This design comes from an exercise in tuning for small area, a short achievable clock period and few clock cycles per item on the open sky130 flow, not from production work.
Only simulation tests tie the RTL to the original design; equivalence was not proved.
Power figures rest on the tool's default switching activity, not on a simulated workload.

==> design/flow/design.v <==
package fft_pkg;
    localparam int N_POINTS   = 16;
    localparam int CREDIT_MAX = 4;
    localparam int SKID_DEPTH = 13;
    localparam int STALL_LEN  = 56;
endpackage
module add_bk
#(
    parameter int W = 16
)
(
    input  logic [W-1:0] a,
    input  logic [W-1:0] b,
    input  logic         ci,
    output logic [W-1:0] s
);
    logic [W-1:0] g0, p0, gg, pg;
    logic [W:0]   c;
    assign g0 = a & b;
    assign p0 = a ^ b;
    always_comb
    begin
        gg = g0;
        pg = p0;
        gg[0] = g0[0] | (p0[0] & ci);
        for (int l = 0; (1 << l) < W; l++)
            for (int i = (2 << l) - 1; i < W; i += (2 << l))
            begin
                gg[i] = gg[i] | (pg[i] & gg[i - (1 << l)]);
                pg[i] = pg[i] & pg[i - (1 << l)];
            end
        for (int l = 4; l >= 0; l--)
            for (int i = (3 << l) - 1; i < W; i += (2 << l))
                if ((1 << l) < W)
                begin
                    gg[i] = gg[i] | (pg[i] & gg[i - (1 << l)]);
                    pg[i] = pg[i] & pg[i - (1 << l)];
                end
        c[0] = ci;
        for (int i = 0; i < W; i++)
            c[i + 1] = gg[i];
    end
    assign s = p0 ^ c[W-1:0];
endmodule
module csa_row
#(
    parameter int W = 16
)
(
    input  logic [W-1:0] a,
    input  logic [W-1:0] b,
    input  logic [W-1:0] c,
    input  logic         cin,
    output logic [W-1:0] s,
    output logic [W-1:0] co
);
    logic [W-1:0] maj;
    assign s   = a ^ b ^ c;
    assign maj = (a & b) | (a & c) | (b & c);
    assign co  = {maj[W-2:0], cin};
endmodule
module cos_mult
#(
    parameter int W = 14
)
(
    input  logic [W-1:0] t,
    input  logic [1:0]   mode,
    output logic [W-1:0] p
);
    logic [W-1:0] t2, t4, t6, x1, x2, x3, s1, c1, s2, c2;
    logic         on;
    assign t2 = {{2{t[W-1]}}, t[W-1:2]};
    assign t4 = {{4{t[W-1]}}, t[W-1:4]};
    assign t6 = {{6{t[W-1]}}, t[W-1:6]};
    assign on = (mode != 2'd0);
    assign x1 = on ? ~t4 : '0;
    assign x2 = (mode == 2'd2) ? ~t2 : '0;
    assign x3 = (mode == 2'd2) ? t6 : ((mode == 2'd1) ? ~t6 : '0);
    csa_row #(.W(W)) u_r1 (.a(t),  .b(x1), .c(x2), .cin(on),   .s(s1), .co(c1));
    csa_row #(.W(W)) u_r2 (.a(s1), .b(c1), .c(x3), .cin(1'b0), .s(s2), .co(c2));
    add_bk  #(.W(W)) u_add (.a(s2), .b(c2), .ci(on), .s(p));
endmodule
module sin_mult
#(
    parameter int W = 14
)
(
    input  logic [W-1:0] t,
    output logic [W-1:0] s
);
    logic [W-1:0] t1, t3;
    assign t1 = {t[W-1], t[W-1:1]};
    assign t3 = {{3{t[W-1]}}, t[W-1:3]};
    add_bk #(.W(W)) u_add (.a(t1), .b(~t3), .ci(1'b1), .s(s));
endmodule
module rot_combine
#(
    parameter int W = 14
)
(
    input  logic [W-1:0] al,
    input  logic [W-1:0] be,
    input  logic [W-1:0] ga,
    input  logic [W-1:0] de,
    input  logic         m2,
    output logic [W-1:0] yr,
    output logic [W-1:0] yi
);
    logic [W-1:0] s, d, n;
    add_bk #(.W(W)) u_s (.a(al), .b(be),  .ci(1'b0), .s(s));
    add_bk #(.W(W)) u_d (.a(ga), .b(~de), .ci(1'b1), .s(d));
    add_bk #(.W(W)) u_n (.a(m2 ? ~s : d), .b('0), .ci(m2), .s(n));
    assign yr = m2 ? d : s;
    assign yi = n;
endmodule
module fft_top
(
    input  logic                clk,
    input  logic                rst_n,
    input  logic                in_valid_i,
    input  logic [23:0]         din_i,
    output logic                in_ready_o,
    input  logic                credit_i,
    output logic                out_valid_o,
    output logic [31:0]         dout_o
);
    localparam int SK = fft_pkg::SKID_DEPTH;
    logic        adv;            
    logic [3:0]  pp;             
    logic [2:0]  fv;             
    logic [2:0]  cc;             
    logic [5:0]  st;             
    logic        vb;             
    logic        ov;             
    logic        ir;             
    logic [3:0]  sb;             
    logic [23:0] din_q;
    logic        dv_q;
    logic [23:0] sk [SK];
    logic        push, pop;
    logic [23:0] xin;
    logic        xv;
    always_ff @(posedge clk)
        din_q <= din_i;
    assign push = dv_q && (!adv || (sb != 4'd0));
    assign pop  = adv && (sb != 4'd0);
    always_ff @(posedge clk)
    begin
        if (push)
        begin
            sk[0] <= din_q;
            for (int i = 1; i < SK; i++)
                sk[i] <= sk[i-1];
        end
    end
    assign xin = (sb != 4'd0) ? sk[sb - 4'd1] : din_q;
    assign xv  = (sb != 4'd0) || dv_q;
    logic [27:0] l3_0;
    logic [58:0] l3_1;           
    logic [27:0] l3 [2:7];
    logic [3:0]  e3;             
    logic [2:0]  m3a, m3b;
    logic [1:0]  md3;
    logic [13:0] t3r, t3i, p3r, p3i, s3r, s3i;
    logic [13:0] al3, be3, ga3, de3, y3r, y3i;
    logic [12:0] x3r, x3i, a3r, a3i, sum3r, sum3i, dif3r, dif3i;
    logic [27:0] l3_in, o3, p3;
    assign x3r = {xin[23], xin[23:12]};
    assign x3i = {xin[11], xin[11:0]};
    assign a3r = l3[7][26:14];
    assign a3i = l3[7][12:0];
    add_bk #(.W(13)) u_s3r (.a(a3r), .b(x3r),  .ci(1'b0), .s(sum3r));
    add_bk #(.W(13)) u_s3i (.a(a3i), .b(x3i),  .ci(1'b0), .s(sum3i));
    add_bk #(.W(13)) u_d3r (.a(a3r), .b(~x3r), .ci(1'b1), .s(dif3r));
    add_bk #(.W(13)) u_d3i (.a(a3i), .b(~x3i), .ci(1'b1), .s(dif3i));
    always_comb
    begin
        if (!adv)
            l3_in = l3[7];
        else if (!pp[3])
            l3_in = {{2{x3r[12]}}, x3r[11:0], {2{x3i[12]}}, x3i[11:0]};
        else
            l3_in = {dif3r[12], dif3r, dif3i[12], dif3i};
    end
    assign o3 = pp[3] ? {sum3r[12], sum3r, sum3i[12], sum3i} : l3[7];
    assign e3  = pp - 4'd1;
    assign m3a = (adv && e3[3]) ? e3[2:0] : 3'd0;
    assign md3 = (m3a[1:0] == 2'd0) ? 2'd0 : ((m3a[1:0] == 2'd2) ? 2'd2 : 2'd1);
    assign t3r = l3_0[27:14];
    assign t3i = l3_0[13:0];
    cos_mult #(.W(14)) u_c3r (.t(t3r), .mode(md3), .p(p3r));
    cos_mult #(.W(14)) u_c3i (.t(t3i), .mode(md3), .p(p3i));
    sin_mult #(.W(14)) u_n3r (.t(t3r), .s(s3r));
    sin_mult #(.W(14)) u_n3i (.t(t3i), .s(s3i));
    assign m3b = l3_1[2:0];
    always_comb
    begin
        case (m3b[1:0])
            2'd1:    begin al3 = l3_1[58:45]; be3 = l3_1[16:3];  ga3 = l3_1[44:31]; de3 = l3_1[30:17]; end
            2'd2:    begin al3 = l3_1[58:45]; be3 = l3_1[44:31]; ga3 = l3_1[44:31]; de3 = l3_1[58:45]; end
            2'd3:    begin al3 = l3_1[30:17]; be3 = l3_1[44:31]; ga3 = l3_1[16:3];  de3 = l3_1[58:45]; end
            default: begin al3 = l3_1[58:45]; be3 = '0;          ga3 = l3_1[44:31]; de3 = '0;          end
        endcase
    end
    rot_combine #(.W(14)) u_rc3 (.al(al3), .be(be3), .ga(ga3), .de(de3), .m2(m3b[2]), .yr(y3r), .yi(y3i));
    always_ff @(posedge clk)
    begin
        l3_0 <= l3_in;
        l3_1 <= {p3r, p3i, s3r, s3i, m3a};
        l3[2] <= {y3r, y3i};
        for (int i = 3; i < 8; i++)
            l3[i] <= l3[i-1];
        if (adv)
            p3 <= o3;
    end
    logic [3:0]  i2, e2;
    logic [29:0] l2_0, l2_2, l2_3;
    logic [31:0] l2_1;           
    logic [1:0]  m2a, m2b;
    logic [14:0] y2r, y2i, a2r, a2i, sum2r, sum2i, dif2r, dif2i;
    logic [14:0] p2r, p2i, be2, de2, z2r, z2i;
    logic [29:0] l2_in, o2, p2;
    assign i2  = pp + 4'd7;
    assign y2r = {p3[27], p3[27:14]};
    assign y2i = {p3[13], p3[13:0]};
    assign a2r = l2_3[29:15];
    assign a2i = l2_3[14:0];
    add_bk #(.W(15)) u_s2r (.a(a2r), .b(y2r),  .ci(1'b0), .s(sum2r));
    add_bk #(.W(15)) u_s2i (.a(a2i), .b(y2i),  .ci(1'b0), .s(sum2i));
    add_bk #(.W(15)) u_d2r (.a(a2r), .b(~y2r), .ci(1'b1), .s(dif2r));
    add_bk #(.W(15)) u_d2i (.a(a2i), .b(~y2i), .ci(1'b1), .s(dif2i));
    always_comb
    begin
        if (!adv)
            l2_in = l2_3;
        else if (!i2[2])
            l2_in = {y2r, y2i};
        else
            l2_in = {dif2r, dif2i};
    end
    assign o2 = i2[2] ? {sum2r, sum2i} : l2_3;
    assign e2  = i2 - 4'd1;
    assign m2a = (adv && e2[2]) ? e2[1:0] : 2'd0;
    cos_mult #(.W(15)) u_c2r (.t(l2_0[29:15]), .mode({m2a[0], 1'b0}), .p(p2r));
    cos_mult #(.W(15)) u_c2i (.t(l2_0[14:0]),  .mode({m2a[0], 1'b0}), .p(p2i));
    assign m2b = l2_1[1:0];
    assign be2 = m2b[0] ? l2_1[16:2]  : '0;
    assign de2 = m2b[0] ? l2_1[31:17] : '0;
    rot_combine #(.W(15)) u_rc2 (.al(l2_1[31:17]), .be(be2), .ga(l2_1[16:2]), .de(de2), .m2(m2b[1]),
                                 .yr(z2r), .yi(z2i));
    always_ff @(posedge clk)
    begin
        l2_0 <= l2_in;
        l2_1 <= {p2r, p2i, m2a};
        l2_2 <= {z2r, z2i};
        l2_3 <= l2_2;
        if (adv)
            p2 <= o2;
    end
    logic [3:0]  i1;
    logic [31:0] l1 [2];
    logic [31:0] l1_in, o1, p1;
    logic [15:0] y1r, y1i, a1r, a1i, sum1r, sum1i, dif1r, dif1i, u1a, u1b, v1a, v1b;
    assign i1  = pp + 4'd2;
    assign y1r = {p2[29], p2[29:15]};
    assign y1i = {p2[14], p2[14:0]};
    assign a1r = l1[1][31:16];
    assign a1i = l1[1][15:0];
    add_bk #(.W(16)) u_s1r (.a(a1r), .b(y1r), .ci(1'b0), .s(sum1r));
    add_bk #(.W(16)) u_s1i (.a(a1i), .b(y1i), .ci(1'b0), .s(sum1i));
    assign u1a = i1[0] ? a1i : a1r;
    assign u1b = i1[0] ? y1i : y1r;
    assign v1a = i1[0] ? y1r : a1i;
    assign v1b = i1[0] ? a1r : y1i;
    add_bk #(.W(16)) u_d1r (.a(u1a), .b(~u1b), .ci(1'b1), .s(dif1r));
    add_bk #(.W(16)) u_d1i (.a(v1a), .b(~v1b), .ci(1'b1), .s(dif1i));
    always_comb
    begin
        if (!adv)
            l1_in = l1[1];
        else if (!i1[1])
            l1_in = {y1r, y1i};
        else
            l1_in = {dif1r, dif1i};
    end
    assign o1 = i1[1] ? {sum1r, sum1i} : l1[1];
    always_ff @(posedge clk)
    begin
        l1[0] <= l1_in;
        l1[1] <= l1[0];
        if (adv)
            p1 <= o1;
    end
    logic [3:0]  i0;
    logic [31:0] l0, l0_in, o0;
    logic [15:0] sum0r, sum0i, dif0r, dif0i;
    assign i0 = pp + 4'd15;
    add_bk #(.W(16)) u_s0r (.a(l0[31:16]), .b(p1[31:16]),  .ci(1'b0), .s(sum0r));
    add_bk #(.W(16)) u_s0i (.a(l0[15:0]),  .b(p1[15:0]),   .ci(1'b0), .s(sum0i));
    add_bk #(.W(16)) u_d0r (.a(l0[31:16]), .b(~p1[31:16]), .ci(1'b1), .s(dif0r));
    add_bk #(.W(16)) u_d0i (.a(l0[15:0]),  .b(~p1[15:0]),  .ci(1'b1), .s(dif0i));
    always_comb
    begin
        if (!adv)
            l0_in = l0;
        else if (!i0[0])
            l0_in = p1;
        else
            l0_in = {dif0r, dif0i};
    end
    assign o0 = i0[0] ? {sum0r, sum0i} : l0;
    always_ff @(posedge clk)
        l0 <= l0_in;
    logic [3:0]  ta, ub;
    logic        ca, cb;
    logic [31:0] la [7];
    logic [31:0] lb [2];
    logic [31:0] oa, ob, dout_q;
    assign ta = pp + 4'd14;
    assign ca = ta[3] && !ta[0];
    assign oa = ca ? o0 : la[6];
    assign ub = pp + 4'd7;
    assign cb = ub[2] && !ub[1];
    assign ob = cb ? oa : lb[1];
    always_ff @(posedge clk)
    begin
        la[0] <= (!adv || ca) ? la[6] : o0;
        for (int i = 1; i < 7; i++)
            la[i] <= la[i-1];
        lb[0] <= (!adv || cb) ? lb[1] : oa;
        lb[1] <= lb[0];
        if (adv)
            dout_q <= ob;
    end
    assign dout_o = dout_q;
    logic [3:0] pp_n, sb_n;
    logic [2:0] fv_n, cc_n;
    logic [5:0] st_n;
    logic       vb_n, adv_n;
    always_comb
    begin
        pp_n = pp + {3'd0, adv};
        fv_n = fv;
        if (adv && (pp == 4'd15))
            fv_n = {fv[1], fv[0], 1'b0};
        else if (adv && (pp == 4'd0))
            fv_n = {fv[2:1], xv};
        vb_n  = (pp_n >= 4'd12) ? fv_n[1] : fv_n[2];
        cc_n  = cc + {2'd0, credit_i} - {2'd0, ov};
        if (st != 6'd0)
            st_n = st - 6'd1;
        else if (!adv)
            st_n = 6'(fft_pkg::STALL_LEN - 1);
        else
            st_n = 6'd0;
        adv_n = (st_n == 6'd0) && !(vb_n && (cc_n == 3'd0));
        sb_n  = sb + {3'd0, push} - {3'd0, pop};
    end
    always_ff @(posedge clk or negedge rst_n)
    begin
        if (!rst_n)
        begin
            dv_q <= 1'b0;
            sb   <= '0;
            pp   <= '0;
            fv   <= '0;
            cc   <= '0;
            st   <= '0;
            adv  <= 1'b1;
            vb   <= 1'b0;
            ov   <= 1'b0;
            ir   <= 1'b0;
        end
        else
        begin
            dv_q <= in_valid_i;
            sb   <= sb_n;
            pp   <= pp_n;
            fv   <= fv_n;
            cc   <= cc_n;
            st   <= st_n;
            adv  <= adv_n;
            vb   <= vb_n;
            ov   <= vb_n && adv_n;
            ir   <= adv_n && (pp_n == 4'd15) && (sb_n == 4'd0)
                    && ((cc_n == 3'(fft_pkg::CREDIT_MAX)) || (fv_n[1:0] == 2'b00));
        end
    end
    assign out_valid_o = ov;
    assign in_ready_o  = ir;
endmodule
==> design/flow/run.sh <==
#!/bin/bash
# synth_recipe.tcl (not shown) runs the flow's synth.tcl, then flattens the netlist and writes it again
# the make line also repeats each setting of config.mk as NAME=value (left out here)
make -C /OpenROAD-flow-scripts/flow DESIGN_CONFIG=/design/flow/config.mk WORK_HOME=/design/flow/orfs CLKGATE_MAP_FILE= SYNTH_SCRIPT=/design/flow/synth_recipe.tcl finish
==> design/flow/config.mk <==
export PLATFORM = sky130hd
export DESIGN_NAME = fft_top
export DESIGN_NICKNAME = fft_top
export VERILOG_FILES = /design/flow/design.v
export SDC_FILE = /design/flow/constraint.sdc
export NUM_CORES = 4
export LEC_CHECK = 0
export CAP_MARGIN = 20
export CORE_MARGIN = 2
export CORE_UTILIZATION = 40
export SLEW_MARGIN = 20
==> design/flow/constraint.sdc <==
create_clock -name core_clock -period 12.0 [get_ports {clk}]
set_input_delay 2.4000 -clock core_clock [delete_from_list [all_inputs] [get_ports {clk}]]
set_output_delay 2.4000 -clock core_clock [all_outputs]
set_load 0.01 [all_outputs]
==> results_dict.tcl, run 1 <==
set metrics [dict create \
    outcome "timing/DRC/antenna clean" \
    post_synth_xor_area_fraction_pct 3.45 \
    antenna_found_initial 1 \
    die_height_um 380 \
    cts_tree "built" \
    top_level_ports 62 \
    hold_path_class "flip-flop to flip-flop" \
    synth_top_family_by_area "adder cells" \
    post_dp_cell_area_um2 59300 \
    first_global_vias 34282 \
    period_needed_ps 6840 \
    worst_ir_drop_vdd_uv 166 \
    yosys.area_share.simple_pct 7.97 \
    synth_compound_area_share_pct 10.3 \
    count_of_flip_flops_with_a_built_in_enable_after_synthesis 466 \
    finish.net_count 5524 \
    globalRouteOverflowTotal 0 \
    critPathMaxFanout 19 \
    layout.filler_cells 12839 \
    netlist.top_cell.by_area "sky130_fd_sc_hd__dfxtp_1" \
    io_buffer_count 61 \
    synth_nets 5471 \
    ys.flop_type "sky130_fd_sc_hd__dfxtp_1" \
    clk_latency_ps 750 \
    synthDistinctLibCells 83 \
    max_cap_viol_count 0 \
    vias 34220 \
    synth_area_per_cell_um2 11.8 \
    drive_gt1_share_pct 8.23 \
    peak_per_stage_delay_on_the_critical_path_ps 640 \
    post-cts-setup-buffers 0 \
    power_density_nw_per_um2 180 \
    wl_mm 122 \
    timing.reg2reg.setup_slack_ps 5160 \
    critPathSlowestCell "sky130_fd_sc_hd__a21o_1" \
    cts_buffers 133 \
    path_clk_slew_ps 60 \
    synth.area.mux_share_pct 4.07 \
    detailedRoute.firstPassIterationCount 6 \
    clockRootBuffer "sky130_fd_sc_hd__clkbuf_16" \
    worst_path_dominant_cell_family "adder cells" \
    core-area_um2 141000 \
    worst_ep_arrival_time_ps 7510 \
    post_cts_gate_resize_count 0 \
    final_design_area_no_fill_um2 63700 \
    maximum_number_of_pins_on_one_net_before_global_route_repair 200 \
    worstSetupPathType "flip-flop to flip-flop" \
    cts_num_sinks 1241 \
    grt_setup_unrepaired "false" \
    synthesis.area_um2 56600 \
    syn-instance-count 4796 \
    setup.worst_path.end_class "flip-flop" \
    timing.final.crit_share_pct 57.0 \
    timing.setup.tns_ps 0 \
    finalMaxSlewViolations 0 \
    timing_worst_slew_pin_value_ps 1150 \
    worst_ep_required_time_ps 12660 \
    die-area_um2 145000 \
    rows 138 \
    chipWidth_um 380 \
    synth_sequential_area_ratio_pct 52.4 \
    drtIter0Drc 2430 \
    overall_track_demand_over_capacity_in_global_routing_pct 17.0 \
    slew_headroom_pct 23.6 \
    async_flop_share_pct 1.93 \
    clk_path_buf_depth 3 \
    post_detailed_route_drc_marker_count 0 \
    gp_congestion 0.824 \
    ys_warn_count 10 \
    critical_path.n_buffers_inverters 3 \
    ys_seq_elements 1241 \
    ctsHtreeMaxLevel 4 \
    final_clock_skew_ps 22.9 \
    finalSetupViolations 0 \
    seqCellArea_um2 29600 \
    wirelength_per_cell_um 17.8 \
    grt_first_pass_wirelength_mm 195 \
    drt-vias-per-instance 5.00 \
    report.final.hold_viol_count 0 \
    start_util_pct 40.1 \
    synthAdderAreaFrac_pct 18.1 \
    synth.top_cells.by_area "sky130_fd_sc_hd__dfxtp_1, sky130_fd_sc_hd__edfxtp_1, sky130_fd_sc_hd__fa_1" \
    hpwl_mm 85.0 \
    cts.hold.buffers_added 0 \
    p_leak_nw 26.5 \
    multi_input_comb_area_um2 25000 \
    ant_nets 0 \
    setup.worst_path.start_class "flip-flop" \
    fmax_ghz 0.146 \
    area_growth_pct 12.6 \
    synth_top_area_share_pct 26.6 \
]
[where the power goes]
| part | internal [W] | switching [W] | leakage [nW] |
|---|---|---|---|
| clock | 0.00239 | 0.00171 | 2.18 |
| combinational | 0.00115 | 0.00168 | 13.5 |
| sequential | 0.00445 | 0.0000754 | 10.8 |
[cells by family after synthesis]
| logic type | Yosys count |
|---|---|
| flops | 1241 |
| simple gates | 1007 |
| compound gates | 913 |
| fa+ha+maj | 647 |
| buf+inv | 550 |
| xor+xnor | 220 |
| mux | 218 |
[worst paths after layout]
| check | cells past startpoint | to | startpoint |
|---|---|---|---|
| setup reg to reg | 25 | l3_1[44] | pp[1] |
| max in group asynchronous | 2 | adv | rst_n |
| hold / removal | 0 | la[5][4] | la[4][4] |
| min in group asynchronous | 2 | ov | rst_n |
| hold reg to reg | 0 | la[5][4] | la[4][4] |
| setup / recovery | 25 | l3_1[44] | pp[1] |
[Yosys cell counts (28+ instances only)]
library cell	instances
sky130_fd_sc_hd__inv_1	362
sky130_fd_sc_hd__o21a_1	28
sky130_fd_sc_hd__ha_1	359
sky130_fd_sc_hd__nand2_1	334
sky130_fd_sc_hd__nor3_1	56
sky130_fd_sc_hd__fa_1	288
sky130_fd_sc_hd__mux2i_1	122
sky130_fd_sc_hd__mux2_2	95
sky130_fd_sc_hd__xnor2_1	87
sky130_fd_sc_hd__a21oi_1	247
sky130_fd_sc_hd__buf_1	30
sky130_fd_sc_hd__nand2b_1	31
sky130_fd_sc_hd__and2_1	40
sky130_fd_sc_hd__xor2_1	131
sky130_fd_sc_hd__a22o_1	71
sky130_fd_sc_hd__o21ai_0	279
sky130_fd_sc_hd__clkbuf_1	140
sky130_fd_sc_hd__edfxtp_1	466
sky130_fd_sc_hd__nor2_1	372
sky130_fd_sc_hd__dfxtp_1	751
sky130_fd_sc_hd__a21o_1	51
[sequential cells by signal, summed over array words and instances (netlist names), 57 cells and up]
| signal | flops |
|---|---|
| sk | 312 |
| l3 | 168 |
| l3_1 | 57 |
| l1 | 64 |
| lb | 64 |
| la | 224 |
[routing by layer]
layer,global-route usage (%),share of wire (%)
met5,0,0
met4,5.28,2.5
met3,2.87,4.7
met2,26.5,45
met1,24.1,48
[cell usage in the layout (no fill, tap or decap), drive strengths merged, types with 61 or more instances in the layout]
master	count
a21oi	249
a22o	71
clkbuf	189
clkdlybuf4s50	61
dfxtp	751
edfxtp	466
fa	288
ha	359
inv	371
mux2	96
mux2i	122
nand2	334
nor2	372
o21ai	282
xnor2	87
xor2	131
[area by class of cell]
| class | instances | share of cell area [%] |
|---|---|---|
| inverters | 363 | 2.15 |
| repair buffers | 105 | 1.50 |
| diodes | 1 | 0.00393 |
| clock buffers | 189 | 6.03 |
| flip-flops and latches | 1241 | 46.5 |
| well taps | 1890 | 3.71 |
| clock inverters | 56 | 0.946 |
| multi-input cells | 3005 | 39.2 |
[worst reg2reg max path: cells and delay by family (launching register included)]
| kind | cells | cell delay, ps |
|---|---|---|
| AO/OA/AOI/OAI | 8 | 2140 |
| XOR/XNOR | 4 | 620 |
| adder cells (fa/ha/maj) | 6 | 2380 |
| buffers and inverters | 3 | 430 |
| flip-flops | 1 | 560 |
| AND/OR/NAND/NOR | 4 | 650 |
[per-stage QoR]
| step | cells | worst slack (ps) | total power [W] | utilization (%) | hold WS [ps] |
|---|---|---|---|---|---|
| 2_1_floorplan | 4796 | 3180 | 0.00666 | - | 310 |
| 3_3_place_gp | 6604 | 5300 | 0.00737 | 42.0 | 310 |
| 3_5_place_dp | 6604 | 5180 | 0.00742 | 42.0 | 312 |
| 4_1_cts | 6849 | 5130 | 0.0116 | 45.2 | 313 |
| 5_1_grt | 6849 | 4580 | 0.0121 | 45.2 | 310 |
| 6_report | 6850 | 5160 | 0.0115 | 45.2 | 310 |
Testbench counts, summed over its fixed seeds: cycles 3,246, frames 192.
==> run 2, diff against run 1 <==
--- a/design/flow/design.v
+++ b/design/flow/design.v
@@ -107,12 +107,15 @@
     output logic [W-1:0] yr,
     output logic [W-1:0] yi
 );
-    logic [W-1:0] s, d, n;
-    add_bk #(.W(W)) u_s (.a(al), .b(be),  .ci(1'b0), .s(s));
-    add_bk #(.W(W)) u_d (.a(ga), .b(~de), .ci(1'b1), .s(d));
-    add_bk #(.W(W)) u_n (.a(m2 ? ~s : d), .b('0), .ci(m2), .s(n));
-    assign yr = m2 ? d : s;
-    assign yi = n;
+    logic [W-1:0] ua, ub, va, vb, k, s1, c1;
+    assign ua = m2 ? ga  : al;
+    assign ub = m2 ? ~de : be;
+    add_bk #(.W(W)) u_r (.a(ua), .b(ub), .ci(m2), .s(yr));
+    assign va = m2 ? ~al : ga;
+    assign vb = m2 ? ~be : ~de;
+    assign k  = {{(W-2){1'b0}}, m2, !m2};
+    csa_row #(.W(W)) u_k (.a(va), .b(vb), .c(k), .cin(1'b0), .s(s1), .co(c1));
+    add_bk  #(.W(W)) u_i (.a(s1), .b(c1), .ci(1'b0), .s(yi));
 endmodule
 module fft_top
 (
@@ -138,6 +141,7 @@
     logic [23:0] din_q;
     logic        dv_q;
     logic [23:0] sk [SK];
+    logic [3:0]  sh, sh_n;
     logic        push, pop;
     logic [23:0] xin;
     logic        xv;
@@ -147,22 +151,30 @@
     assign pop  = adv && (sb != 4'd0);
     always_ff @(posedge clk)
     begin
-        if (push)
-        begin
-            sk[0] <= din_q;
-            for (int i = 1; i < SK; i++)
-                sk[i] <= sk[i-1];
-        end
+        sk[0] <= push ? din_q : sk[SK-1];
+        for (int i = 1; i < SK; i++)
+            sk[i] <= sk[i-1];
+    end
+    always_comb
+    begin
+        if ((sb == 4'd0) || ((sb == 4'd1) && pop))
+            sh_n = 4'd0;
+        else if (pop)
+            sh_n = sh;
+        else if (sh == 4'(SK - 1))
+            sh_n = 4'd0;
+        else
+            sh_n = sh + 4'd1;
     end
-    assign xin = (sb != 4'd0) ? sk[sb - 4'd1] : din_q;
+    assign xin = (sb != 4'd0) ? sk[sh] : din_q;
     assign xv  = (sb != 4'd0) || dv_q;
     logic [27:0] l3_0;
-    logic [58:0] l3_1;           
-    logic [27:0] l3 [2:7];
-    logic [3:0]  e3;             
-    logic [2:0]  m3a, m3b;
-    logic [1:0]  md3;
-    logic [13:0] t3r, t3i, p3r, p3i, s3r, s3i;
+    logic [44:0] l3_1;           
+    logic [58:0] l3_2;           
+    logic [27:0] l3 [3:7];
+    logic [2:0]  tg3;            
+    logic [2:0]  m3a, m3b, m3c;
+    logic [13:0] p3r, p3i, s3r, s3i;
     logic [13:0] al3, be3, ga3, de3, y3r, y3i;
     logic [12:0] x3r, x3i, a3r, a3i, sum3r, sum3i, dif3r, dif3i;
     logic [27:0] l3_in, o3, p3;
@@ -184,40 +196,42 @@
             l3_in = {dif3r[12], dif3r, dif3i[12], dif3i};
     end
     assign o3 = pp[3] ? {sum3r[12], sum3r, sum3i[12], sum3i} : l3[7];
-    assign e3  = pp - 4'd1;
-    assign m3a = (adv && e3[3]) ? e3[2:0] : 3'd0;
-    assign md3 = (m3a[1:0] == 2'd0) ? 2'd0 : ((m3a[1:0] == 2'd2) ? 2'd2 : 2'd1);
-    assign t3r = l3_0[27:14];
-    assign t3i = l3_0[13:0];
-    cos_mult #(.W(14)) u_c3r (.t(t3r), .mode(md3), .p(p3r));
-    cos_mult #(.W(14)) u_c3i (.t(t3i), .mode(md3), .p(p3i));
-    sin_mult #(.W(14)) u_n3r (.t(t3r), .s(s3r));
-    sin_mult #(.W(14)) u_n3i (.t(t3i), .s(s3i));
+    assign m3a = adv ? tg3 : 3'd0;
     assign m3b = l3_1[2:0];
+    assign m3c = l3_2[2:0];
+    cos_mult #(.W(14)) u_c3r (.t(l3_0[27:14]), .mode({m3a[1] && !m3a[0], m3a[0]}), .p(p3r));
+    sin_mult #(.W(14)) u_n3r (.t(l3_0[27:14]), .s(s3r));
+    cos_mult #(.W(14)) u_c3i (.t(l3_1[16:3]),  .mode({m3b[1] && !m3b[0], m3b[0]}), .p(p3i));
+    sin_mult #(.W(14)) u_n3i (.t(l3_1[16:3]),  .s(s3i));
     always_comb
     begin
-        case (m3b[1:0])
-            2'd1:    begin al3 = l3_1[58:45]; be3 = l3_1[16:3];  ga3 = l3_1[44:31]; de3 = l3_1[30:17]; end
-            2'd2:    begin al3 = l3_1[58:45]; be3 = l3_1[44:31]; ga3 = l3_1[44:31]; de3 = l3_1[58:45]; end
-            2'd3:    begin al3 = l3_1[30:17]; be3 = l3_1[44:31]; ga3 = l3_1[16:3];  de3 = l3_1[58:45]; end
-            default: begin al3 = l3_1[58:45]; be3 = '0;          ga3 = l3_1[44:31]; de3 = '0;          end
+        case (m3c[1:0])
+            2'd1:    begin al3 = l3_2[58:45]; be3 = l3_2[16:3];  ga3 = l3_2[30:17]; de3 = l3_2[44:31]; end
+            2'd2:    begin al3 = l3_2[58:45]; be3 = l3_2[30:17]; ga3 = l3_2[30:17]; de3 = l3_2[58:45]; end
+            2'd3:    begin al3 = l3_2[44:31]; be3 = l3_2[30:17]; ga3 = l3_2[16:3];  de3 = l3_2[58:45]; end
+            default: begin al3 = l3_2[58:45]; be3 = '0;          ga3 = l3_2[30:17]; de3 = '0;          end
         endcase
     end
-    rot_combine #(.W(14)) u_rc3 (.al(al3), .be(be3), .ga(ga3), .de(de3), .m2(m3b[2]), .yr(y3r), .yi(y3i));
+    rot_combine #(.W(14)) u_rc3 (.al(al3), .be(be3), .ga(ga3), .de(de3), .m2(m3c[2]), .yr(y3r), .yi(y3i));
     always_ff @(posedge clk)
     begin
         l3_0 <= l3_in;
-        l3_1 <= {p3r, p3i, s3r, s3i, m3a};
-        l3[2] <= {y3r, y3i};
-        for (int i = 3; i < 8; i++)
+        if (adv)
+            tg3 <= pp[3] ? pp[2:0] : 3'd0;
+        l3_1 <= {p3r, s3r, l3_0[13:0], m3a};
+        l3_2 <= {l3_1[44:17], p3i, s3i, m3b};
+        l3[3] <= {y3r, y3i};
+        for (int i = 4; i < 8; i++)
             l3[i] <= l3[i-1];
         if (adv)
             p3 <= o3;
     end
-    logic [3:0]  i2, e2;
-    logic [29:0] l2_0, l2_2, l2_3;
+    logic [3:0]  i2;
+    logic [1:0]  tg2;            
+    logic [29:0] l2_0, l2_3;
     logic [31:0] l2_1;           
-    logic [1:0]  m2a, m2b;
+    logic [31:0] l2_2;           
+    logic [1:0]  m2a, m2b, m2c;
     logic [14:0] y2r, y2i, a2r, a2i, sum2r, sum2i, dif2r, dif2i;
     logic [14:0] p2r, p2i, be2, de2, z2r, z2i;
     logic [29:0] l2_in, o2, p2;
@@ -240,21 +254,23 @@
             l2_in = {dif2r, dif2i};
     end
     assign o2 = i2[2] ? {sum2r, sum2i} : l2_3;
-    assign e2  = i2 - 4'd1;
-    assign m2a = (adv && e2[2]) ? e2[1:0] : 2'd0;
-    cos_mult #(.W(15)) u_c2r (.t(l2_0[29:15]), .mode({m2a[0], 1'b0}), .p(p2r));
-    cos_mult #(.W(15)) u_c2i (.t(l2_0[14:0]),  .mode({m2a[0], 1'b0}), .p(p2i));
+    assign m2a = adv ? tg2 : 2'd0;
     assign m2b = l2_1[1:0];
-    assign be2 = m2b[0] ? l2_1[16:2]  : '0;
-    assign de2 = m2b[0] ? l2_1[31:17] : '0;
-    rot_combine #(.W(15)) u_rc2 (.al(l2_1[31:17]), .be(be2), .ga(l2_1[16:2]), .de(de2), .m2(m2b[1]),
+    assign m2c = l2_2[1:0];
+    cos_mult #(.W(15)) u_c2r (.t(l2_0[29:15]), .mode({m2a[0], 1'b0}), .p(p2r));
+    cos_mult #(.W(15)) u_c2i (.t(l2_1[16:2]),  .mode({m2b[0], 1'b0}), .p(p2i));
+    assign be2 = m2c[0] ? l2_2[16:2]  : '0;
+    assign de2 = m2c[0] ? l2_2[31:17] : '0;
+    rot_combine #(.W(15)) u_rc2 (.al(l2_2[31:17]), .be(be2), .ga(l2_2[16:2]), .de(de2), .m2(m2c[1]),
                                  .yr(z2r), .yi(z2i));
     always_ff @(posedge clk)
     begin
         l2_0 <= l2_in;
-        l2_1 <= {p2r, p2i, m2a};
-        l2_2 <= {z2r, z2i};
-        l2_3 <= l2_2;
+        if (adv)
+            tg2 <= i2[2] ? i2[1:0] : 2'd0;
+        l2_1 <= {p2r, l2_0[14:0], m2a};
+        l2_2 <= {l2_1[31:17], p2i, m2b};
+        l2_3 <= {z2r, z2i};
         if (adv)
             p2 <= o2;
     end
@@ -363,6 +379,7 @@
         begin
             dv_q <= 1'b0;
             sb   <= '0;
+            sh   <= '0;
             pp   <= '0;
             fv   <= '0;
             cc   <= '0;
@@ -376,6 +393,7 @@
         begin
             dv_q <= in_valid_i;
             sb   <= sb_n;
+            sh   <= sh_n;
             pp   <= pp_n;
             fv   <= fv_n;
             cc   <= cc_n;
==> run 2 against run 1 <==
Via count rose by 0.96%. Sequential cell count is 27 higher. Clock skew rose by 0.61 ps. Critical path type unchanged.
==> results_dict.tcl, run 2 <==
set metrics [dict create \
    largest_register_ff_count 312 \
    seqCellArea_um2 27100 \
    synth.top_cells.by_area "sky130_fd_sc_hd__dfxtp_1, sky130_fd_sc_hd__fa_1, sky130_fd_sc_hd__edfxtp_1" \
    fmax_ghz 0.165 \
    clk_latency_ps 750 \
    synth_area_per_cell_um2 11.0 \
    slew_headroom_pct 25.8 \
    grt_first_pass_wirelength_mm 194 \
    synth.most_common_cell "sky130_fd_sc_hd__dfxtp_1" \
    hpwl_mm 84.3 \
    wirelength_per_cell_um 17.3 \
    worst_ir_drop_vdd_uv 121 \
    setup.worst_path.start_class "flip-flop" \
    finalMaxSlewViolations 0 \
    leading_cell_type_in_the_layout_fill_and_taps_excluded "sky130_fd_sc_hd__dfxtp_1" \
    overall_track_demand_over_capacity_in_global_routing_pct 17.2 \
    ys_warn_count 10 \
    multi_input_comb_area_um2 25600 \
    finish.net_count 5690 \
    critical_path.startpoint "sh[0]" \
    period_needed_ps 6050 \
    top_regs "sk (312), la (224), l3 (140)" \
    rows 136 \
    max_cap_viol_count 0 \
    syn-instance-count 4984 \
    grt_setup_unrepaired "false" \
    rr_startpoint "sh[0]" \
    critPathSlowestCell "sky130_fd_sc_hd__ha_2" \
    post_cts_gate_resize_count 0 \
    cts.hold.buffers_added 0 \
    ctsHtreeMaxLevel 4 \
    vias 34547 \
    critPathMaxFanout 37 \
    final_clock_skew_ps 23.5 \
    synthDistinctLibCells 82 \
    peak_per_stage_delay_on_the_critical_path_ps 650 \
    final.setup.worst_slack_ps 5950 \
    wl_mm 120 \
    clockRootBuffer "sky130_fd_sc_hd__clkbuf_16" \
    crit_path_cell_trace "inv_1 > ha_2 > buf_4 > o21ai_0 > o2bb2ai_2 > buf_4 > a222oi_1 > o21ai_0 > ha_1 > fa_1 > a211oi_1 > o21bai_1 > or4_1 > a31o_2 > a21oi_1 > fa_1 > xnor2_1 > mux2_2" \
    largest-register "sk" \
    die-area_um2 141000 \
    holdPathEnd "l3[6][10]" \
    cts_buffers 132 \
    place_worst_setup_slack_ps 5950 \
    worstSetupPathType "flip-flop to flip-flop" \
    count_of_flip_flops_with_a_built_in_enable_after_synthesis 159 \
    gp_congestion 0.842 \
    synthesis.area_um2 55000 \
    ff2ff_path_depth 18 \
    synth_nets 5669 \
    path_clk_slew_ps 60 \
    top_level_ports 62 \
    io_buffer_count 61 \
    layout.filler_cells 12625 \
    synth_sequential_area_ratio_pct 49.3 \
    regToRegEndpoint "p3[11]" \
    post-cts-setup-buffers 0 \
    drtIter0Drc 2120 \
    report.final.hold_viol_count 0 \
    timing_worst_slew_pin_value_ps 1110 \
    critical_path.n_buffers_inverters 3 \
    synth_top_area_share_pct 39.3 \
    drive_gt1_share_pct 8.31 \
    netlist.top_cell.by_area "sky130_fd_sc_hd__dfxtp_1" \
    globalRouteOverflowTotal 0 \
    die_height_um 375 \
    synth_top_cells_by_count "sky130_fd_sc_hd__dfxtp_1, sky130_fd_sc_hd__inv_1, sky130_fd_sc_hd__ha_1" \
    timing.final.crit_share_pct 50.4 \
    maximum_number_of_pins_on_one_net_before_global_route_repair 133 \
    timing.setup.tns_ps 0 \
    hold_depth 0 \
    start_util_pct 40.2 \
    worst_ep_required_time_ps 12500 \
    cts_tree "built" \
    power_density_nw_per_um2 178 \
    first_global_vias 34990 \
    async_flop_share_pct 2.21 \
    worst_path_dominant_cell_family "compound AO/OA/AOI/OAI gates" \
    outcome "timing/DRC/antenna clean" \
    stages_on_worst_setup_path 18 \
    finalSetupViolations 0 \
    antenna_found_initial 7 \
    ys_seq_elements 1268 \
    ys.flop_type "sky130_fd_sc_hd__dfxtp_1" \
    ant_nets 0 \
    hold_path_class "flip-flop to flip-flop" \
    most-common-layout-cells "sky130_fd_sc_hd__dfxtp_1, sky130_fd_sc_hd__inv_1, sky130_fd_sc_hd__ha_1" \
    timing.reg2reg.setup_slack_ps 5950 \
    clk_path_buf_depth 3 \
    hp-start "l3[5][10]" \
    p_leak_nw 26.8 \
    chipWidth_um 375 \
    cts_num_sinks 1268 \
    detailedRoute.firstPassIterationCount 6 \
    worst_ep_arrival_time_ps 6550 \
    setup.worst_path.end_class "flip-flop" \
    core-area_um2 137000 \
    area_growth_pct 12.5 \
    drt-vias-per-instance 5.00 \
    post_detailed_route_drc_marker_count 0 \
]
[run 2: cell types whose count changed after synthesis, moves of 29 or more]
cell / delta
sky130_fd_sc_hd__nand3_1: +29
sky130_fd_sc_hd__a22oi_1: +46
sky130_fd_sc_hd__dfxtp_1: +330
sky130_fd_sc_hd__nor3_1: -29
sky130_fd_sc_hd__edfxtp_1: -307
sky130_fd_sc_hd__a21oi_1: +82
sky130_fd_sc_hd__mux2_2: +29
sky130_fd_sc_hd__inv_1: +33
sky130_fd_sc_hd__buf_2: +33
sky130_fd_sc_hd__a22o_1: -59
[run 2: kinds of logic (layout without fill, tap and decap cells)]
logic type | count (synthesis) | after routing | synth area share [%]
buffers and inverters | 612 | 741 | 4.31
AND/OR/NAND/NOR | 915 | 915 | 7.16
XOR/XNOR | 212 | 212 | 3.37
other | 0 | 1 | 0
adder cells (fa/ha/maj) | 657 | 657 | 18.9
AO/OA/AOI/OAI | 1072 | 1072 | 12.2
multiplexers | 248 | 248 | 4.79
flip-flops | 1268 | 1268 | 49.3
[run 2: cell type report]
| class | instances | area share (%) |
|---|---|---|
| flip-flops and latches | 1268 | 43.8 |
| multi-input cells | 3104 | 41.4 |
| clock buffers | 183 | 6.20 |
| well taps | 1794 | 3.62 |
| inverters | 399 | 2.42 |
| repair buffers | 100 | 1.48 |
| clock inverters | 59 | 1.10 |
| diodes | 1 | 0.00404 |
[run 2: metrics by stage]
stage	total power [W]	util (%)	hold WS (ps)	instances	cell area (um2)
floorplan	0.00629	-	310	4984	55000
global placement	0.00687	41.9	310	6665	57400
detailed placement	0.00691	41.9	312	6665	57400
CTS	0.0111	45.2	315	6907	61900
global route	0.0116	45.2	318	6907	61900
finish	0.0110	45.2	311	6908	61900
[run 2: how the worst max path moves through the flow]
| stage | slack [ps] | endpoint |
|---|---|---|
| 6_report | 5950 | p3[11] |
| 5_1_grt | 5560 | p3[11] |
| 4_1_cts | 5930 | p3[11] |
| 3_5_place_dp | 5950 | p3[11] |
| 3_3_place_gp | 5960 | p3[11] |
| 2_1_floorplan | 4810 | l3_1[44] |
[run 2: report_power, final]
| part | leakage [nW] | switching (W) | internal, W | total, W |
|---|---|---|---|---|
| Clock | 2.23 | 0.00173 | 0.00246 | 0.00419 |
| Combinational | 14.0 | 0.00141 | 0.000899 | 0.00231 |
| Sequential | 10.6 | 0.0000990 | 0.00441 | 0.00451 |
[run 2: metal layers]
| layer | up-vias | part of all wire (%) | track usage [%] |
|---|---|---|---|
| met5 | - | 0 | 0 |
| met4 | 0 | 2.2 | 5.17 |
| met3 | 153 | 4.0 | 2.49 |
| met2 | 589 | 47 | 28.7 |
| met1 | 16762 | 47 | 23.2 |
| li1 | 17043 | - | - |
Testbench counts of run 2, summed over its fixed seeds: cycles 3,246, frames 192.
==> run 3, diff against run 2 <==
--- a/design/flow/design.v
+++ b/design/flow/design.v
@@ -1,7 +1,7 @@
 package fft_pkg;
     localparam int N_POINTS   = 16;
     localparam int CREDIT_MAX = 4;
-    localparam int SKID_DEPTH = 13;
+    localparam int SKID_DEPTH = 14;
     localparam int STALL_LEN  = 56;
 endpackage
 module add_bk
@@ -141,7 +141,6 @@
     logic [23:0] din_q;
     logic        dv_q;
     logic [23:0] sk [SK];
-    logic [3:0]  sh, sh_n;
     logic        push, pop;
     logic [23:0] xin;
     logic        xv;
@@ -155,18 +154,7 @@
         for (int i = 1; i < SK; i++)
             sk[i] <= sk[i-1];
     end
-    always_comb
-    begin
-        if ((sb == 4'd0) || ((sb == 4'd1) && pop))
-            sh_n = 4'd0;
-        else if (pop)
-            sh_n = sh;
-        else if (sh == 4'(SK - 1))
-            sh_n = 4'd0;
-        else
-            sh_n = sh + 4'd1;
-    end
-    assign xin = (sb != 4'd0) ? sk[sh] : din_q;
+    assign xin = (sb != 4'd0) ? sk[SK-1] : din_q;
     assign xv  = (sb != 4'd0) || dv_q;
     logic [27:0] l3_0;
     logic [44:0] l3_1;           
@@ -379,7 +367,6 @@
         begin
             dv_q <= 1'b0;
             sb   <= '0;
-            sh   <= '0;
             pp   <= '0;
             fv   <= '0;
             cc   <= '0;
@@ -393,7 +380,6 @@
         begin
             dv_q <= in_valid_i;
             sb   <= sb_n;
-            sh   <= sh_n;
             pp   <= pp_n;
             fv   <= fv_n;
             cc   <= cc_n;
==> run 3 against run 2 <==
Critical path depth increased by 1. Setup slack better by 880 ps. Clock skew shrank 2.6 ps. Clock-buffer cell count grew 12. Sequential share of layout area rose by 1.7 points. Non-clock buffer count shrank 10. Worst hold slack barely moved. First-iteration DRC count fell by 27%. Largest cell class unchanged.
==> results_dict.tcl, run 3 <==
set metrics [dict create \
    internal-power_w 0.00721 \
    clockRootBuffer "sky130_fd_sc_hd__clkbuf_16" \
    crit_path_cell_trace "nand2_1 > inv_2 > nor2_1 > nor2_1 > fa_1 > fa_1 > ha_1 > fa_1 > a21o_1 > a21oi_1 > o21bai_1 > a21oi_1 > o2bb2ai_1 > o211ai_1 > o211a_1 > fa_1 > xor2_1 > xnor2_1 > xnor2_1" \
    power_density_nw_per_um2 152 \
    period_needed_ps 5180 \
    wl_met1_mm 49.8 \
    die_height_um 369 \
    timing.setup.tns_ps 0 \
    worstSetupPathType "flip-flop to flip-flop" \
    detailroute.wirelength.met3_mm 3.49 \
    critPathSlowestCell "sky130_fd_sc_hd__dfstp_4" \
    die-area_um2 136000 \
    netlist.top_cell.by_area "sky130_fd_sc_hd__dfxtp_1" \
    synth_area_per_cell_um2 11.4 \
    clock_power_share_pct 47.0 \
    drt-vias-per-instance 4.68 \
    hold_path_class "flip-flop to flip-flop" \
    ctsHtreeMaxLevel 4 \
    finish.net_count 5445 \
    timing_worst_slew_pin_value_ps 1030 \
    finalMaxSlewViolations 0 \
    worst_ep_required_time_ps 12640 \
    power_frac_seq_pct 49.3 \
    synthDistinctLibCells 77 \
    first_global_vias 31460 \
    wirelength_per_cell_um 15.7 \
    dr_wl_met2_mm 48.4 \
    grt_first_pass_wirelength_mm 170 \
    p_leak_nw 26.3 \
    path_clk_slew_ps 60 \
    peak_per_stage_delay_on_the_critical_path_ps 710 \
    cts_buffers 136 \
    critical_path.most_common_cell "sky130_fd_sc_hd__fa_1" \
    fmax_ghz 0.193 \
    cts.hold.buffers_added 0 \
    max_cap_viol_count 0 \
    report.final.hold_viol_count 0 \
    antenna_found_initial 0 \
    vias 31052 \
    syn-instance-count 4690 \
    largest_register_ff_count 336 \
    synth.most_common_cell "sky130_fd_sc_hd__dfxtp_1" \
    regToRegEndpoint "l3_1[44]" \
    synth.top_cells.by_area "sky130_fd_sc_hd__dfxtp_1, sky130_fd_sc_hd__fa_1, sky130_fd_sc_hd__edfxtp_1" \
    synth_top_cells_by_count "sky130_fd_sc_hd__dfxtp_1, sky130_fd_sc_hd__inv_1, sky130_fd_sc_hd__ha_1" \
    largest-register "sk" \
    synthesis.area_um2 53200 \
    timing.reg2reg.setup_slack_ps 6820 \
    ys_warn_count 10 \
    top_level_ports 62 \
    synth_top_area_share_pct 41.6 \
    drive_gt1_share_pct 8.14 \
    synth_nets 5368 \
    final_core_utilization_pct 45.9 \
    netSwitchingPower_w 0.00196 \
    most-common-layout-cells "sky130_fd_sc_hd__dfxtp_1, sky130_fd_sc_hd__inv_1, sky130_fd_sc_hd__ha_1" \
    top_regs "sk (336), la (224), l3 (140)" \
    start_util_pct 40.4 \
    slew_headroom_pct 30.9 \
    grt_setup_unrepaired "false" \
    ys.flop_type "sky130_fd_sc_hd__dfxtp_1" \
    holdPathEnd "la[3][13]" \
    outcome "timing/DRC/antenna clean" \
    area_growth_pct 13.5 \
    hp-start "la[2][13]" \
    setup.worst_path.start_class "flip-flop" \
    globalRouteOverflowTotal 0 \
    worst_ir_drop_vdd_uv 115 \
    clk_latency_ps 750 \
    wl_mm 104 \
    switching_share_pct 21.4 \
    p_comb_share_pct 3.8 \
    post-cts-setup-buffers 0 \
    io_buffer_count 61 \
    hpwl_mm 75.9 \
    maximum_number_of_pins_on_one_net_before_global_route_repair 90 \
    leading_cell_type_in_the_layout_fill_and_taps_excluded "sky130_fd_sc_hd__dfxtp_1" \
    ff2ff_path_depth 19 \
    final_clock_skew_ps 21.0 \
    rows 133 \
    routed.top_layer "met4" \
    gp_congestion 0.835 \
    ys_seq_elements 1288 \
    clk_path_buf_depth 3 \
    ant_nets 0 \
    rr_startpoint "adv" \
    antenna_cells 0 \
    critPathMaxFanout 12 \
    post_cts_gate_resize_count 0 \
    synth_sequential_area_ratio_pct 51.6 \
    cts_num_sinks 1288 \
    timing.final.crit_share_pct 43.1 \
    chipWidth_um 369 \
    count_of_flip_flops_with_a_built_in_enable_after_synthesis 159 \
    post_detailed_route_drc_marker_count 0 \
    drtIter0Drc 1548 \
    overall_track_demand_over_capacity_in_global_routing_pct 15.7 \
    layout.filler_cells 12145 \
    hold_depth 0 \
    worst_ep_arrival_time_ps 5820 \
    cts_tree "built" \
    detailedRoute.firstPassIterationCount 5 \
    core-area_um2 132000 \
    async_flop_share_pct 1.86 \
    finalSetupViolations 0 \
    setup.worst_path.end_class "flip-flop" \
]
-- run 3: cell types whose count changed after synthesis, sizes merged, moves of 10 or more --
cell,delta
inv,+79
nor2,-68
a21oi,-57
buf,-55
a22oi,-40
nand3,-31
a222oi,-29
a221oi,-24
dfxtp,+24
o21ai,-19
nor3,+17
a211oi,-14
nor2b,-12
and3,-10
-- run 3: metal layers --
metal | global-route usage (%) | up-vias
met2 | 25.4 | 405
met5 | 0 | -
met4 | 5.22 | 0
li1 | - | 15700
met1 | 21.3 | 14789
met3 | 2.70 | 158
-- run 3: area by class of cell --
class / count / area [um2] / area share, %
well taps: 1755 / 2200 / 3.63
inverters: 476 / 1790 / 2.96
repair buffers: 90 / 841 / 1.39
clock buffers: 195 / 4030 / 6.66
multi-input cells: 2775 / 23400 / 38.8
clock inverters: 56 / 648 / 1.07
flip-flops and latches: 1288 / 27500 / 45.5
-- run 3: worst max-delay path by stage --
stage | from | end | slack (ps) | depth (start not counted)
2_1_floorplan | adv | l3_1[44] | 4990 | 20
3_3_place_gp | adv | l3_1[44] | 6900 | 18
3_5_place_dp | adv | l3_1[44] | 6820 | 18
4_1_cts | adv | l3_1[44] | 6800 | 18
5_1_grt | l3_1[0] | l3_2[30] | 6410 | 19
6_report | adv | l3_1[44] | 6820 | 19
-- run 3: per-stage QoR --
stage	instances	setup slack, ps	instance area (um2)	hold WS [ps]	total power (W)
2_1_floorplan	4690	4990	53200	310	0.00485
3_3_place_gp	6383	6900	55800	310	0.00495
3_5_place_dp	6383	6820	55800	312	0.00496
4_1_cts	6634	6800	60400	309	0.00930
5_1_grt	6635	6410	60400	317	0.00952
6_report	6635	6820	60400	310	0.00917
-- run 3: kinds of logic after synthesis --
family | count (synthesis) | share of synthesized area, %
DFF | 1288 | 51.6
buffers and inverters | 627 | 4.46
muxes | 253 | 5.07
and+or+nand+nor | 819 | 6.63
AOI/OAI and AO/OA | 841 | 9.34
xor gates and xnor gates | 212 | 3.54
adders and majority gates | 650 | 19.3
-- run 3: power groups by stage --
stage | sequential [W] | clock, W | combinational (W)
4_1_cts | 0.00452 | 0.00443 | 0.000355
6_report | 0.00452 | 0.00430 | 0.000347
5_1_grt | 0.00453 | 0.00460 | 0.000394
3_5_place_dp | 0.00461 | 0 | 0.000353
2_1_floorplan | 0.00459 | 0 | 0.000255
3_3_place_gp | 0.00461 | 0 | 0.000344
-- run 3: critical path, delay by kind of cell (launching register included) --
family                   cells  cell delay [ps]
XOR/XNOR                     3              410
AO/OA/AOI/OAI                7             1360
AND/OR/NAND/NOR              3              440
flip-flops                   1              710
buffers and inverters        1              130
adder cells (fa/ha/maj)      5             2020
Testbench counts of run 3, summed over its fixed seeds: cycles 3,246, frames 192.

==> static timing again, ports no longer ideal <==
The flow's constraints put no driver on any port. The routed layouts listed below were extracted and timed again, unchanged, in two steps.
Step 1 sets driving cells, clkbuf_16 on the clock port and buf_2 on the other inputs (assumed; they add their load-dependent delay and slew).
Step 2 adds t to the input delays and takes it off the output delays; t is the mean of the earliest and latest rising clock arrival at the registers after step 1. Input paths then give back, and output paths get back, about the clock's delay inside the block.
Three values: ideal ports, drivers, drivers and shift; two values: the first two.
run	t (ns)	slack for setup (ns)	worst slew at a driven data input, ns	pins driven straight from the clock port
run 1	0.817	5.158 / 5.158 / 5.158	0.07	1
run 2	0.810	5.947 / 5.947 / 5.947	0.05	1
run 3	0.817	6.824 / 6.824 / 6.824	0.06	1
After both steps every run listed still meets setup and hold.
